This is an optimization exercise on Yosys and OpenROAD, whose aim is small area, not a production implementation.
The RTL was checked by simulation tests, not by an equivalence proof against the original design.
Power is estimated from default activity; no workload was simulated.

$ cat design/flow/config.mk
export PLATFORM = sky130hd
export DESIGN_NAME = exec_controller
export DESIGN_NICKNAME = exec_controller
export VERILOG_FILES = /design/flow/design.v
export SDC_FILE = /design/flow/constraint.sdc
export NUM_CORES = 4
export LEC_CHECK = 0
export CAP_MARGIN = 20
export CORE_MARGIN = 2
export CORE_UTILIZATION = 25
export SETUP_SLACK_MARGIN = 0.3
export SLEW_MARGIN = 20
$ cat design/flow/constraint.sdc
create_clock -name core_clock -period 14.0 [get_ports {clk}]
set_input_delay 2.8000 -clock core_clock [delete_from_list [all_inputs] [get_ports {clk}]]
set_output_delay 2.8000 -clock core_clock [all_outputs]
set_load 0.01 [all_outputs]
$ cat design/flow/design.v
module exec_controller #(
    parameter int OPCODE_WIDTH = 15,
    parameter int PC_WIDTH     = 9,
    parameter int STACK_WIDTH  = 255,
    parameter int STACK_DEPTH  = 127
) (
    input  logic                   clk,
    input  logic                   rst,
    input  logic                   run,
    input  logic [OPCODE_WIDTH:0]  rom_data,
    input  logic [STACK_WIDTH:0]   top0,
    input  logic [STACK_WIDTH:0]   top1,
    output logic                   pc_load_sig,
    output logic                   pc_inc_sig,
    output logic [PC_WIDTH:0]      pc_load_val,
    output logic                   stack_push_sig,
    output logic [STACK_WIDTH:0]   stack_push_data,
    output logic [2:0]             stack_pop_sig,
    output logic [7:0]             depth,
    output logic                   halted,
    output logic                   fault
);
    typedef enum logic [2:0] {
        ST_IDLE  = 3'd0,
        ST_FETCH = 3'd1,
        ST_EXEC  = 3'd2,
        ST_HALT  = 3'd3,
        ST_FAULT = 3'd4
    } state_t;
    localparam logic [8:0] DEPTH_MAX = 9'(STACK_DEPTH + 1);
    state_t     state_q, state_d;
    logic [7:0] depth_q, depth_d;
    logic [3:0]             op;
    logic [2:0]             op_pops;
    logic                   op_push;
    logic [STACK_WIDTH:0]   op_data;
    logic                   op_inc;
    logic                   op_load;
    logic                   op_illegal;
    logic                   op_needs_top;
    logic                   op_halt;
    logic                   underflow;
    logic                   overflow;
    logic                   trap;
    logic [8:0]             depth_after;
    assign op = rom_data[OPCODE_WIDTH -: 4];
    always_comb begin
        op_pops      = 3'd0;
        op_push      = 1'b0;
        op_data      = '0;
        op_inc       = 1'b0;
        op_load      = 1'b0;
        op_illegal   = 1'b0;
        op_needs_top = 1'b0;
        op_halt      = 1'b0;
        unique case (op)
            4'h0: op_inc = 1'b1;
            4'h1: begin
                op_push       = 1'b1;
                op_data[11:0] = rom_data[11:0];
                op_inc        = 1'b1;
            end
            4'h2: begin
                op_pops = 3'd1;
                op_inc  = 1'b1;
            end
            4'h3: begin
                op_push      = 1'b1;
                op_data      = top0;
                op_needs_top = 1'b1;
                op_inc       = 1'b1;
            end
            4'h4: begin
                op_pops = 3'd2;
                op_push = 1'b1;
                op_data = top0 + top1;
                op_inc  = 1'b1;
            end
            4'h5: begin
                op_pops = 3'd2;
                op_push = 1'b1;
                op_data = top0 - top1;
                op_inc  = 1'b1;
            end
            4'h6: op_load = 1'b1;
            4'h7: begin
                op_pops = 3'd1;
                op_load = (top0 == '0);
                op_inc  = (top0 != '0);
            end
            4'hF: op_halt = 1'b1;
            default: op_illegal = 1'b1;
        endcase
    end
    always_comb begin
        depth_after = {1'b0, depth_q} - {6'd0, op_pops} + {8'd0, op_push};
        underflow   = ({5'd0, op_pops} > depth_q) || (op_needs_top && (depth_q == 8'd0));
        overflow    = depth_after > DEPTH_MAX;
        trap        = op_illegal || underflow || overflow;
    end
    always_comb begin
        state_d         = state_q;
        depth_d         = depth_q;
        pc_load_sig     = 1'b0;
        pc_inc_sig      = 1'b0;
        pc_load_val     = '0;
        stack_push_sig  = 1'b0;
        stack_push_data = '0;
        stack_pop_sig   = 3'd0;
        unique case (state_q)
            ST_IDLE:  if (run) state_d = ST_FETCH;
            ST_FETCH: state_d = ST_EXEC;
            ST_EXEC: begin
                if (trap) begin
                    state_d = ST_FAULT;
                end else begin
                    pc_load_sig     = op_load;
                    pc_inc_sig      = op_inc;
                    pc_load_val     = op_load ? rom_data[PC_WIDTH:0] : '0;
                    stack_push_sig  = op_push;
                    stack_push_data = op_push ? op_data : '0;
                    stack_pop_sig   = op_pops;
                    depth_d         = depth_after[7:0];
                    state_d         = op_halt ? ST_HALT : ST_FETCH;
                end
            end
            ST_HALT:  state_d = ST_HALT;
            ST_FAULT: state_d = ST_FAULT;
            default:  state_d = ST_IDLE;
        endcase
    end
    always_ff @(posedge clk or posedge rst) begin
        if (rst) begin
            state_q <= ST_IDLE;
            depth_q <= 8'd0;
        end else begin
            state_q <= state_d;
            depth_q <= depth_d;
        end
    end
    assign depth  = depth_q;
    assign halted = (state_q == ST_HALT);
    assign fault  = (state_q == ST_FAULT);
endmodule
$ cat design/flow/run.sh
#!/bin/bash
# synth_recipe.tcl (not shown) runs the flow's synth.tcl, then flattens the netlist and writes it again
# the make line also repeats each setting of config.mk as NAME=value (left out here)
make -C /OpenROAD-flow-scripts/flow DESIGN_CONFIG=/design/flow/config.mk WORK_HOME=/design/flow/orfs CLKGATE_MAP_FILE= SYNTH_SCRIPT=/design/flow/synth_recipe.tcl finish
==> notes.md <==
• **status** no timing/DRC/antenna violations
• **deepest clock path buffer count** 2
• **VDD IR-drop max** 23.43 uV
• **startpoint type of the worst setup path** input pin
• **gpl congestion** 1.092
• **global-route wire length before repair** 492000 um
• **count of flip-flops with a built-in enable after synthesis** 0
• **Initial Utilization** 25.20%
• **worst clock skew on the final layout** 1.451 ps
• **Overall Global Routing Usage** 36.96%
• **kind of end point of the critical path** output port
• **netlist area before placement** 45020 sq um
• **unrepaired setup endpoints after global routing** no
• **Pre-antenna DRT Iters** 8
• **most used cells in the layout excluding fill and tap cells** 1107 x a21oi_1, 813 x nor2_1, 810 x clkdlybuf4s50_1, 605 x nand2_1, 573 x inv_1
• **routed wire length per instance** 34.85 um
• **area inside the core boundary** 178600 sq um
• **die footprint** 183500 sq um
• **flip-flop cell with the highest count after synthesis** dfrtp_1
• **initial antenna violation count** 48
• **crit path DAT** 10740 ps
• **Congestion Overflow GR** 0
• **clock input transition at the sequential cells of the worst setup and hold paths** 40 ps
• **count of buffers inserted at the top-level ports** 811
• **remaining routing DRC violations** 0
• **peak clock frequency supported by timing** 0.07386 GHz
• **setup violation total in the final timing report** 0
• **post-synthesis sequential area ratio** 0.6114%
• **number of clock buffers inserted by TritonCTS** 3
• **PostCTS Resize Cnt** 0
• **sum of net half-perimeters after detailed placement** 311000 um
• **clock latency reported for the late side of the worst-skew pair** 240 ps
• **share of synthesized registers carrying an async set or reset** 100.0%
• **minimum clock period after layout** 13540 ps
• **maximum number of pins on one net before global-route repair** 135
• **Row Count** 155
• **count of hold-fix buffers inserted at cts** 0
• **Tightest Pin Transition** 1254 ps
• **TritonCTS clock tree** done
• **final max-slew violation count** 0
• **Cell Pwr Density** 49.81 nW/um^2
• **Post-DRT Antenna Nets** 0
• **Post CTS Setup Buffer Count** 0
• **level count of the clock H-tree** 1
• **number of library cell types mapped by synthesis** 100
• **layout net count** 9035
• **number of failing hold endpoints at the final stage** 0
• **Setup Crit Path Kind** in -> out
• **Net Count, Synth** 8442
• **sum of routed wire length over all layers** 361200 um
• **worst slew margin relative to its limit** 15.53%
• **mean post-synth cell area** 6.099 sq um
• **MaxCap Viol Count** 0
• **Design Area, Final** 56060 sq um
• **portion of the clock cycle consumed by the worst path in the final layout** 96.71%
• **total number of vias** 65.31k
• **class of the most critical hold timing path** reg -> reg
• **register bit total from synthesis** 11
• **root buf cell** clkbuf_16
• **largest driver fanout on the critical path** 13
• **final sum of negative setup slack** 0 ps
• **initial detailed-routing violation count** 9172
• **most common cell after layout, fill and taps aside** a21oi_1
• **die height** 428.4 um
• **Synthesis Warnings** 1
• **leakage power figure** 19.93 nW
• **total design power** 2.792 mW
• **area delta synth->final** 24.52%
• **post-synthesis instance total** 7382
• **width of the die** 428.4 um
• **Worst Path Required** 11200 ps
• **count of boundary I/O pins** 813
• **Post-Place Cell Area** 55880 sq um
• **fillers** 20.05k
• **number of vias per cell after detailed routing** 6.303
• **share of layout cells above drive strength 1** 3.787%
• **vias in the first global route** 61.93k
• **total clock sinks** 11
-- state kept, by name (all words and copies together), names as in the netlist --
signal and count:
depth_q 8, state_q 3
-- layer usage --
metal	part of all wire (%)	GRT usage [%]	vias to the layer above
met1	39	45.55	31668
met3	8.4	5.398	934
met2	43	57.87	4119
met4	9.2	28.48	14
li1	-	-	28579
met5	0.022	0	-
-- through the flow --
stage | setup slack, ps | instances | hold slack, ps | utilization, %
final | 460.6 | 10363 | 533.7 | 31.38
after global routing | 554.8 | 10361 | 552.2 | 31.38
after CTS | 938.2 | 10329 | 531.0 | 31.33
after detailed placement | 956.3 | 10325 | 520.3 | 31.29
after global placement | 1023 | 10324 | 497.1 | 31.27
after floorplan | 3599 | 7382 | 462.2 | -
-- worst max-delay path, cell delays in order --
cell and delay (ps):
clkdlybuf4s50_1 550, ha_1 580, nor4_1 850, nand2_1 290
nor3_1 200, nand3_1 300, a211oi_1 910, nor3_2 210
o21ai_2 490, a31oi_1 380, o31ai_4 680, a21oi_2 230
o31ai_2 720, a211oi_1 220, xor2_1 200, or3_1 320
a31oi_1 170, clkdlybuf4s50_1 600
-- cell families after synthesis --
logic type	count (synthesis)	share of synthesized area [%]
flops	11	0.6114
fa+ha+maj	529	14.75
other cells	1	0.008330
xor+xnor	430	8.366
simple gates	2591	27.70
mux	12	0.2779
compound gates	2840	39.95
buf+inv	968	8.335
-- layout make-up --
cell class	instances	area, sq um	area share, %
multi-input combinational	6403	41150	73.41
timing repair buffer	964	9299	16.59
tap	2355	2947	5.256
inverter	592	2222	3.964
sequential	11	275.3	0.4910
antenna	34	85.08	0.1518
clock buffer	4	78.83	0.1406
-- cell usage after synthesis, types with 34 or more instances --
cell	instances	area, sq um
a21oi_1	1107	5540
nor2_1	816	3063
nand2_1	607	2278
inv_1	573	2151
ha_1	526	6581
o21ai_0	490	2452
xnor2_1	425	3722
nor4_1	282	1764
clkbuf_1	269	1010
nand4_1	268	1677
o21bai_1	232	1742
o31ai_1	193	1449
nor3_1	162	810.8
nand3_1	135	675.7
a222oi_1	107	1071
a21o_1	96	720.7
o21a_1	77	578.1
a22oi_1	70	525.5
a31oi_1	58	362.9
a211oi_1	53	397.9
a221oi_1	53	464.2
buf_2	50	250.2
nand2b_1	48	300.3
nor2b_1	47	294.0
and2_1	44	275.3
buf_1	44	165.2
or2_2	42	262.8
a21boi_0	35	262.8
and3_1	34	212.7
-- worst paths after layout --
path | cells past startpoint | slack (ps) | endpoint | start
setup / recovery | 18 | 460 | stack_push_data[255] | top0[46]
setup reg to reg | 15 | 9440 | depth_q[1] | depth_q[1]
min in group asynchronous | 2 | 2890 | depth_q[0] | rst
max in group asynchronous | 2 | 10790 | state_q[1] | rst
hold reg to reg | 1 | 530 | state_q[0] | state_q[2]
hold / removal | 1 | 530 | state_q[0] | state_q[2]
-- where the power goes --
part / internal, mW / switching, mW
combinational: 0.843 / 1.86
sequential: 0.0319 / 0
clock: 0.0382 / 0.0141

==> what the ideal ports hide <==
Ports are ideal in the flow. The routed layout listed here was re-timed in OpenROAD.
Step 1: set_driving_cell puts a clkbuf_16 on clk and a buf_2 on each other input, an assumption about the parent block.
Step 2 times the ports against the registers' clock, not the clock port: input delays grow and output delays shrink by t, the midpoint of the rising clock arrivals with the driver on.
a / b / c = no drivers / after step 1 / after step 2; a / b = the first two.
shift t [ns]: 0.267
slack for setup (ns): 0.461 / 0.430 / 0.430
pins driven straight from the clock port: 1
After both steps this run still meets setup and hold. For this run, drivers alone change the setup slack by -0.031 ns; drivers and shift together by -0.031 ns.
